Source: an optimization exercise on an open RTL-to-GDS flow (aim: small area, a short achievable clock period and few clock cycles per item). Production flows keep margins and buffers that such runs may drop. At most, simulation tests tie the RTL to the original design; equivalence was not proved.

==> flow/design.v <==
module temperature_calculator (
  input  logic               clk,
  input  logic               rst_n,
  input  logic               start,
  input  logic [31:0]        tc_base,
  input  logic [7:0]         tc_ref,
  input  logic [15:0]        adc_data,
  output logic               busy,
  output logic               done,
  output logic               div_zero,
  output logic signed [31:0] tempc
);
  logic [31:0] p;       
  logic [15:0] r;       
  logic [17:0] x;       
  logic [16:0] m3;      
  logic [15:0] a;       
  logic [7:0]  hl;      
  logic [5:0]  kb;      
  logic [3:0]  sh;      
  logic [3:0]  cnt;     
  logic        ph;      
  logic        first;   
  logic        last;    
  logic        sgn;
  assign tempc = p;
  logic [14:0] mag_in;
  logic [5:0]  bl_base;
  logic [3:0]  sref;
  logic [3:0]  rh_in, rl_in;
  logic        base_zero, ref_zero, mag_zero;
  logic [31:0] p_in;
  assign mag_in    = adc_data[14:0];
  assign rh_in     = tc_ref[7:4];
  assign rl_in     = tc_ref[3:0];
  assign base_zero = (tc_base == 32'd0);
  assign ref_zero  = (tc_ref == 8'd0);
  assign mag_zero  = (mag_in == 15'd0);
  always_comb begin
    bl_base = 6'd0;
    for (int i = 0; i < 32; i++) if (tc_base[i]) bl_base = 6'(i + 1);
    if      (tc_ref >= 8'd182) sref = 4'd0;
    else if (tc_ref >= 8'd128) sref = 4'd1;
    else if (tc_ref >= 8'd91)  sref = 4'd2;
    else if (tc_ref >= 8'd64)  sref = 4'd3;
    else if (tc_ref >= 8'd46)  sref = 4'd4;
    else if (tc_ref >= 8'd32)  sref = 4'd5;
    else if (tc_ref >= 8'd23)  sref = 4'd6;
    else if (tc_ref >= 8'd16)  sref = 4'd7;
    else if (tc_ref >= 8'd12)  sref = 4'd8;
    else if (tc_ref >= 8'd8)   sref = 4'd9;
    else if (tc_ref >= 8'd6)   sref = 4'd10;
    else if (tc_ref >= 8'd4)   sref = 4'd11;
    else if (tc_ref >= 8'd3)   sref = 4'd12;
    else if (tc_ref >= 8'd2)   sref = 4'd13;
    else                       sref = 4'd15;
    if (ref_zero)
      p_in = mag_zero ? 32'd0 : (adc_data[15] ? 32'h8000_0001 : 32'h7FFF_FFFF);
    else
      p_in = tc_base;
  end
  logic [16:0] pp0, pp1;
  logic [18:0] s;
  always_comb begin
    case (p[1:0])
      2'd0:    pp0 = 17'd0;
      2'd1:    pp0 = {2'd0, x[14:0]};
      2'd2:    pp0 = {1'd0, x[14:0], 1'b0};
      default: pp0 = m3;
    endcase
    case (p[3:2])
      2'd0:    pp1 = 17'd0;
      2'd1:    pp1 = {2'd0, x[14:0]};
      2'd2:    pp1 = {1'd0, x[14:0], 1'b0};
      default: pp1 = m3;
    endcase
  end
  assign s = {4'b0, r[14:0]} + {2'b0, pp0} + {pp1, 2'b0};
  logic [17:0] bsum;
  assign bsum = {2'd0, a} + (first ? {5'd0, hl, 5'd0} : {1'b0, a, 1'b0});
  logic [6:0] k_raw;
  logic [3:0] nst;
  assign k_raw = {1'b0, kb} + {3'd0, sh};
  always_comb begin
    if (k_raw > 7'd28)      nst = 4'd8;
    else if (k_raw <= 7'd8) nst = 4'd2;
    else                    nst = 4'((k_raw + 7'd3) >> 2);
  end
  logic [17:0] t;
  logic [18:0] d1, d2, d3;
  assign t  = {r, p[31:30]};
  assign d1 = {1'b0, t} - {3'b0, a};
  assign d2 = {1'b0, t} - {2'b0, a, 1'b0};
  assign d3 = {1'b0, t} - {1'b0, x};
  logic [1:0]  dig;
  logic [15:0] rn;
  always_comb begin
    if (!d3[18])      begin dig = 2'd3; rn = d3[15:0]; end
    else if (!d2[18]) begin dig = 2'd2; rn = d2[15:0]; end
    else if (!d1[18]) begin dig = 2'd1; rn = d1[15:0]; end
    else              begin dig = 2'd0; rn = t[15:0];  end
  end
  logic [31:0] satval, fin;
  logic [29:0] pneg;
  logic        sat;
  assign satval = sgn ? 32'h8000_0001 : 32'h7FFF_FFFF;
  assign pneg   = ~p[29:0] + 30'd1;
  assign sat    = p[29];
  always_comb begin
    if (sat)            fin = satval;
    else if (!sgn)      fin = {p[29:0], dig};
    else if (d1[18])    fin = {pneg, 2'b00};                
    else                fin = {~p[29:0], 2'(~dig + 2'd1)};
  end
  logic start_ok, run;
  assign start_ok = start && !busy;
  assign run      = busy && !done;
  always_ff @(posedge clk) begin
    if (start_ok) begin
      r     <= 16'd0;
      x     <= {3'd0, mag_in};
      m3    <= {2'd0, mag_in} + {1'd0, mag_in, 1'b0};
      a     <= {8'(rh_in) * 8'(rh_in), 8'(rl_in) * 8'(rl_in)};
      hl    <= 8'(rh_in) * 8'(rl_in);
      kb    <= bl_base;
      sh    <= sref;
      sgn   <= adc_data[15];
      ph    <= 1'b0;
      first <= 1'b1;
      cnt   <= 4'd0;
    end else if (run) begin
      if (!ph) begin
        r     <= {1'b0, s[18:4]};
        first <= 1'b0;
        cnt   <= cnt + 4'd1;
        if (first) begin
          a  <= bsum[15:0];
          kb <= {2'd0, nst};
        end else if (cnt + 4'd1 == kb[3:0]) begin
          ph   <= 1'b1;
          x    <= bsum;
          cnt  <= 4'({kb[3:0], 1'b0} - 5'd1);
          last <= 1'b0;
        end
      end else begin
        r    <= rn;
        cnt  <= cnt - 4'd1;
        last <= (cnt == 4'd1);
      end
    end
  end
  always_ff @(posedge clk or negedge rst_n) begin
    if (!rst_n) begin
      busy     <= 1'b0;
      done     <= 1'b0;
      div_zero <= 1'b0;
      p        <= 32'd0;
    end else if (!busy) begin
      busy <= start;
      if (start) begin
        div_zero <= ref_zero;
        p        <= p_in;
        done     <= base_zero || ref_zero;
      end
    end else if (done) begin
      busy <= 1'b0;
      done <= 1'b0;
    end else if (!ph) begin
      p <= {s[3:0], p[31:4]};
    end else if (last) begin
      p    <= fin;
      done <= 1'b1;
    end else begin
      p <= {p[29:0], dig};
    end
  end
endmodule
export LEC_CHECK = 0
export CAP_MARGIN = 20
export CORE_MARGIN = 2
export CORE_UTILIZATION = 40
export CTS_BUF_LIST = sky130_fd_sc_hd__clkbuf_4 sky130_fd_sc_hd__clkbuf_8
export SETUP_SLACK_MARGIN = 5
export SLEW_MARGIN = 20
create_clock -name core_clock -period 8.5 [get_ports {clk}]
standard.sh (not shown) runs the stock make flow with config.mk's settings and CLKGATE_MAP_FILE= SYNTH_SCRIPT=/design/flow/synth_recipe.tcl, a recipe that flattens the netlist after the stock synthesis.
==> flow/flow/run.sh <==
#!/bin/bash
# Standard layout with buf_4 port buffers.
export BUFFER_PORTS_ARGS="-buffer_cell sky130_fd_sc_hd__buf_4"
bash standard.sh > standard_run.log 2>&1
The starting point completed without violations.
Then changed:
--- a/flow/design.v
+++ b/flow/design.v
@@ -19,13 +19,19 @@
   logic [5:0]  kb;      
   logic [3:0]  sh;      
   logic [3:0]  cnt;     
   logic        ph;      
   logic        first;   
+  logic [2:0]  sa, sb;  
+  logic        fdiv;    
+  logic        satf;    
   logic        last;    
   logic        sgn;
   assign tempc = p;
+  function automatic logic [2:0] onehot3(input logic [1:0] v);
+    onehot3 = {v == 2'd3, v == 2'd2, v == 2'd1};
+  endfunction
   logic [14:0] mag_in;
   logic [5:0]  bl_base;
   logic [3:0]  sref;
   logic [3:0]  rh_in, rl_in;
   logic        base_zero, ref_zero, mag_zero;
@@ -60,34 +66,29 @@
       p_in = tc_base;
   end
   logic [16:0] pp0, pp1;
   logic [18:0] s;
   always_comb begin
-    case (p[1:0])
-      2'd0:    pp0 = 17'd0;
-      2'd1:    pp0 = {2'd0, x[14:0]};
-      2'd2:    pp0 = {1'd0, x[14:0], 1'b0};
-      default: pp0 = m3;
-    endcase
-    case (p[3:2])
-      2'd0:    pp1 = 17'd0;
-      2'd1:    pp1 = {2'd0, x[14:0]};
-      2'd2:    pp1 = {1'd0, x[14:0], 1'b0};
-      default: pp1 = m3;
-    endcase
+    pp0 = ({17{sa[0]}} & {2'd0, x[14:0]}) | ({17{sa[1]}} & {1'd0, x[14:0], 1'b0})
+        | ({17{sa[2]}} & m3);
+    pp1 = ({17{sb[0]}} & {2'd0, x[14:0]}) | ({17{sb[1]}} & {1'd0, x[14:0], 1'b0})
+        | ({17{sb[2]}} & m3);
   end
-  assign s = {4'b0, r[14:0]} + {2'b0, pp0} + {pp1, 2'b0};
+  assign s = {4'b0, first ? 15'd0 : r[14:0]} + {2'b0, pp0} + {pp1, 2'b0};
   logic [17:0] bsum;
   assign bsum = {2'd0, a} + (first ? {5'd0, hl, 5'd0} : {1'b0, a, 1'b0});
-  logic [6:0] k_raw;
+  logic [6:0] ks, k_raw;
   logic [3:0] nst;
-  assign k_raw = {1'b0, kb} + {3'd0, sh};
+  assign ks    = {1'b0, kb} + {3'd0, sh};
+  assign k_raw = (x[14] || sh == 4'd0) ? ks : ks - 7'd1;
   always_comb begin
     if (k_raw > 7'd28)      nst = 4'd8;
     else if (k_raw <= 7'd8) nst = 4'd2;
     else                    nst = 4'((k_raw + 7'd3) >> 2);
   end
+  logic sat_early;
+  assign sat_early = (x[14] && ks >= 7'd34) || (x[13] && ks >= 7'd35) || (x[12] && ks >= 7'd36);
   logic [17:0] t;
   logic [18:0] d1, d2, d3;
   assign t  = {r, p[31:30]};
   assign d1 = {1'b0, t} - {3'b0, a};
   assign d2 = {1'b0, t} - {2'b0, a, 1'b0};
@@ -103,51 +104,65 @@
   logic [31:0] satval, fin;
   logic [29:0] pneg;
   logic        sat;
   assign satval = sgn ? 32'h8000_0001 : 32'h7FFF_FFFF;
   assign pneg   = ~p[29:0] + 30'd1;
-  assign sat    = p[29];
+  assign sat    = p[29] || satf;
   always_comb begin
     if (sat)            fin = satval;
     else if (!sgn)      fin = {p[29:0], dig};
     else if (d1[18])    fin = {pneg, 2'b00};                
     else                fin = {~p[29:0], 2'(~dig + 2'd1)};
   end
   logic start_ok, run;
   assign start_ok = start && !busy;
   assign run      = busy && !done;
   always_ff @(posedge clk) begin
+    r <= ph ? rn : {1'b0, s[18:4]};
+  end
+  always_ff @(posedge clk) begin
     if (start_ok) begin
-      r     <= 16'd0;
       x     <= {3'd0, mag_in};
       m3    <= {2'd0, mag_in} + {1'd0, mag_in, 1'b0};
       a     <= {8'(rh_in) * 8'(rh_in), 8'(rl_in) * 8'(rl_in)};
       hl    <= 8'(rh_in) * 8'(rl_in);
       kb    <= bl_base;
+      sa    <= onehot3(tc_base[1:0]);
+      sb    <= onehot3(tc_base[3:2]);
+      fdiv  <= 1'b0;
+      satf  <= 1'b0;
       sh    <= sref;
       sgn   <= adc_data[15];
       ph    <= 1'b0;
       first <= 1'b1;
       cnt   <= 4'd0;
     end else if (run) begin
       if (!ph) begin
-        r     <= {1'b0, s[18:4]};
         first <= 1'b0;
         cnt   <= cnt + 4'd1;
+        sa    <= onehot3(p[5:4]);
+        sb    <= onehot3(p[7:6]);
         if (first) begin
           a  <= bsum[15:0];
           kb <= {2'd0, nst};
+          if (sat_early) begin
+            ph   <= 1'b1;
+            satf <= 1'b1;
+            last <= 1'b1;
+          end
         end else if (cnt + 4'd1 == kb[3:0]) begin
           ph   <= 1'b1;
+          fdiv <= (kb[3:0] == 4'd8);
           x    <= bsum;
           cnt  <= 4'({kb[3:0], 1'b0} - 5'd1);
           last <= 1'b0;
         end
       end else begin
-        r    <= rn;
         cnt  <= cnt - 4'd1;
-        last <= (cnt == 4'd1);
+        fdiv <= 1'b0;
+        satf <= fdiv && !d2[18];
+        last <= (cnt == 4'd1) || (fdiv && !d2[18]);
       end
     end
   end
   always_ff @(posedge clk or negedge rst_n) begin
     if (!rst_n) begin
Global-route usage goes down by 0.44 points.
Utilization goes down by 2.1 points.
Sequential share of layout area goes up by 1.7 points.
Design area goes down by 1.9%.
Flip-flop and latch count goes up by 8.
First-iteration DRC count goes up by 2.5%.
Count of clock-buffer cells in the layout goes up by 6.
Testbench counts after the change, summed over its fixed seeds: cycles 10,545, items 960.
Function not checked in the first run of this note: the RTL went through the layout flow alone.

separate check: timing with driven ports:
In the flow no input, the clock included, has a driving cell. The finished layouts below were timed again as built, in two steps.
Step 1 (the two cells are an assumption about what drives the block):
set clk [get_ports {clk}]
set_driving_cell -lib_cell sky130_fd_sc_hd__clkbuf_16 $clk
set_driving_cell -lib_cell sky130_fd_sc_hd__buf_2 [delete_from_list [all_inputs] $clk]
Step 2 moves the port delays by t, midway between the first and last clock arrival at a register: inputs arrive t later, outputs are due t later. That takes back most of the time a late clock gives input paths.
Three values: ideal ports, drivers, drivers and shift; two values: the first two.
| run | shift t [ns] | setup slack, ns | worst setup path after step 2 | slew at the worst register clock pin (ns) | worst data-port slew with drivers (ns) |
|---|---|---|---|---|---|
| the first run | 0.514 | 4.692 / 4.692 / 4.408 | input to register | 0.09 / 0.09 | 0.07 |
| the second run | 0.536 | 4.806 / 4.815 / 4.279 | input to register | 0.09 / 0.09 | 0.09 |
After both steps every run listed still meets setup and hold. For the second run, which loses most, drivers alone change the setup slack by +0.009 ns; drivers and shift together by -0.527 ns.
